Context: an optimization exercise on an open-source flow, tuned for small area. The choices shown serve that exercise and are no tape-out recipe. Function was checked by simulation only, so behaviour that the tests miss may differ from the original. Power figures rest on the tool's default switching activity, not on a simulated workload.

Design compass_calibrate_and_heading, start of the top module:
module compass_calibrate_and_heading (
    input  logic        i_clk,
    input  logic        i_rst_n,
    input  logic        i_cfg_wen,
    input  logic        i_cfg_idx,
    input  logic [14:0] i_cfg_wdata,
    input  logic        s_axis_tvalid,
    output logic        s_axis_tready,
    input  logic [31:0] s_axis_tdata,
    input  logic [1:0]  s_axis_tuser,
    output logic        m_axis_tvalid,
    input  logic        m_axis_tready,
    output logic [23:0] m_axis_tdata
);
clock: 12.0 ns
lec_check: 0
abc_area: 1
cap_margin: 20
core_margin: 2
core_utilization: 70
slew_margin: 20
standard.sh (not shown) runs the stock make flow with config.mk's settings and CLKGATE_MAP_FILE= SYNTH_SCRIPT=/design/flow/synth_recipe.tcl, a recipe that flattens the netlist after the stock synthesis.
==> flow/flow/run.sh <==
#!/bin/bash
# The standard layout (standard.sh) with three changes:
#  - synthesis is the standard flow's own synthesis script, unchanged, except that Yosys's
#    abc step maps the logic with flow/abc_amap.script (ABC's area mapper
#    amap) instead of ORFS's abc_area.script; registers are mapped before abc,
#    so they are the standard synthesis's registers
#  - port buffers use the smallest buffer, sky130_fd_sc_hd__buf_1, instead of
#    ORFS's default pick; every input and output port still gets one
#  - clock tree synthesis uses sky130_fd_sc_hd__clkbuf_8, clusters up to 14
#    sinks within 80 um per leaf buffer and inserts no dummy loads
# make's full output goes to standard_flow.log here; each tool also keeps its
# own logs under orfs/logs.
set -euo pipefail
here=$(pwd)
export BUFFER_PORTS_ARGS="-buffer_cell sky130_fd_sc_hd__buf_1"
export CTS_ARGS="-sink_clustering_enable -repair_clock_nets -sink_clustering_size 14 -sink_clustering_max_diameter 80 -buf_list sky130_fd_sc_hd__clkbuf_8 -dont_use_dummy_load"
export MY_ABC_SCRIPT="$here/flow/abc_amap.script"
orig=$(grep -o 'SYNTH_SCRIPT=[^ ]*' standard.sh | head -1 | cut -d= -f2-)
cat > my_synth.tcl <<EOT
proc abc {args} {
  set i [lsearch -exact \$args -script]
  if {\$i >= 0} { set args [lreplace \$args [expr {\$i + 1}] [expr {\$i + 1}] \$::env(MY_ABC_SCRIPT)] }
  yosys abc {*}\$args
}
source $orig
EOT
sed "s|SYNTH_SCRIPT=[^ ]*|SYNTH_SCRIPT=$here/my_synth.tcl|" standard.sh > my_standard.sh
bash my_standard.sh > standard_flow.log 2>&1
==> flow/flow/abc_amap.script <==
strash
dch -f
amap
topo
stime -c
buffer -c
upsize -c
dnsize -c
Then changed:
--- a/flow/design.v
+++ b/flow/design.v
@@ -37,19 +37,21 @@
     localparam logic [2:0] S_IDLE = 3'd1;
     localparam logic [2:0] S_WID  = 3'd2;
     localparam logic [2:0] S_HX   = 3'd3;
     localparam logic [2:0] S_XF   = 3'd4;
     localparam logic [2:0] S_HY   = 3'd5;
     localparam logic [2:0] S_COR  = 3'd6;
     localparam logic [2:0] S_POST = 3'd7;
-    localparam logic [27:0] ZI_POS  = 28'd2048;
-    localparam logic [27:0] ZI_NEG  = 28'd47187968;
-    localparam logic [27:0] ZI_ZERO = 28'd242254243;
-    localparam logic [27:0] FULL    = 28'd94371840;
-    localparam logic [511:0] ATAN_BITS = 512'h000001ca000003950000072900000e5300001ca60000394c000072970000e52f0001ca5b000394a8000728de000e4e2b001c80040038251d006a429d00b40000;
+    localparam logic [31:0] ZI_POS  = 32'd2048;
+    localparam logic [31:0] ZI_NEG  = 32'd47187968;
+    localparam logic [31:0] ZI_ZERO = 32'd242254243;
+    localparam logic [31:0] FULL    = 32'd94371840;
+    localparam logic [255:0] ATAN_LO   = 256'h0001ca5b000394a8000728de000e4e2b001c80040038251d006a429d00b40000;
+    localparam logic [63:0]  ATAN_8    = 64'h0000000000e52f00;
+    localparam logic [7:0]   ATAN_CORR = 8'h5c;
     logic [2:0]         r_st;
     logic [6:0]         r_j;
     logic [3:0]         r_i;
     logic               r_calib, r_dflt, r_mval;
     logic signed [15:0] r_minx, r_maxx, r_miny, r_maxy;
     logic [14:0]        r_decl, r_off;
     logic [44:0]        r_x, r_y;
@@ -213,23 +215,25 @@
     wire inr   = !(ji_co | (ji[5] & (ji[4] | (ji[3] & ji[2] & (ji[1] | ji[0])))));
     wire ytrue = r_y[0] ^ (pass0 & r_sx & r_seen & !first);
     wire xload = r_y[0] ^ (r_sx & r_seen & !first);
     wire xs    = inr & r_x[r_i];
     wire ys    = pass0 ? ytrue : (inr ? r_y[r_i] : r_sf);
     wire cxi   = first ? !d : r_c0;
     wire cyi   = first ? d  : r_c1;
-    wire czi   = first ? !d : r_c2;
+    wire tcor  = r_i[3] & ATAN_CORR[r_i[2:0]];
+    wire czi   = first ? !(d ^ tcor) : r_c2;
     wire xo    = r_x[0];
     wire ya    = d ? ys : !ys;
     wire xa    = d ? !xs : xs;
     wire xn    = xo ^ ya ^ cxi;
     wire yn    = ytrue ^ xa ^ cyi;
-    wire [27:0] zi = r_zx ? ZI_ZERO : (r_sx ? ZI_NEG : ZI_POS);
+    wire [31:0] zi = r_zx ? ZI_ZERO : (r_sx ? ZI_NEG : ZI_POS);
     wire zop   = pass0 ? zi[r_j[4:0]] : r_z[0];
-    wire tb    = d ^ !ATAN_BITS[{r_i, r_j[4:0]}];
+    wire tbit  = r_i[3] ? ATAN_8[ji] : ATAN_LO[{r_i[2:0], r_j[4:0]}];
+    wire tb    = d ^ !tbit;
     wire zn    = zop ^ tb ^ czi;
     wire padd   = (r_j >= 7'd12);
     wire pstart = (r_j == 7'd12);
     wire fb     = r_sx & FULL[r_j[4:0]];
     wire wci    = first ? 1'b0 : r_c0;
     wire wb     = r_z[0] ^ fb ^ wci;
     wire wco    = (r_z[0] & fb) | (r_z[0] & wci) | (fb & wci);
- design area fell by 1.0%
- clock power goes up by about 1%
- count of clock-buffer cells in the layout is unchanged
- setup slack degrades by 0.049 ns
- total power drops by 0.64%
- die area shrinks by 0.83%
- utilization is lower by 0.51 points
- synthesized cell count went down by 2.4%
- cell count shrinks by 2.2%
- non-clock buffer count fell by 4

re-timing with driven ports:
The flow's constraints put no driver on any port. The routed layouts listed below were extracted and timed again, unchanged, in two steps. Step 1: set_driving_cell puts a clkbuf_16 on i_clk and a buf_2 on each other input, an assumption about the parent block. Step 2, shift: input delay + t, output delay - t, t = (earliest + latest rising clock arrival at the registers) / 2. This alone moves slack from input paths to output paths. a / b / c = ideal / step 1 / step 2; a / b = the first two.
run	t, ns	setup slack, ns	worst setup path at the end	worst register clock-pin slew, ns	cell pins on the clock port's net
the first run	0.570	0.804 / 0.823 / 0.253	input to register	0.10 / 0.10	1
the second run	0.565	0.755 / 0.772 / 0.207	input to register	0.10 / 0.10	1
After both steps every run listed still meets setup and hold. For the first run, which loses most, drivers alone change the setup slack by +0.019 ns; drivers and shift together by -0.551 ns.
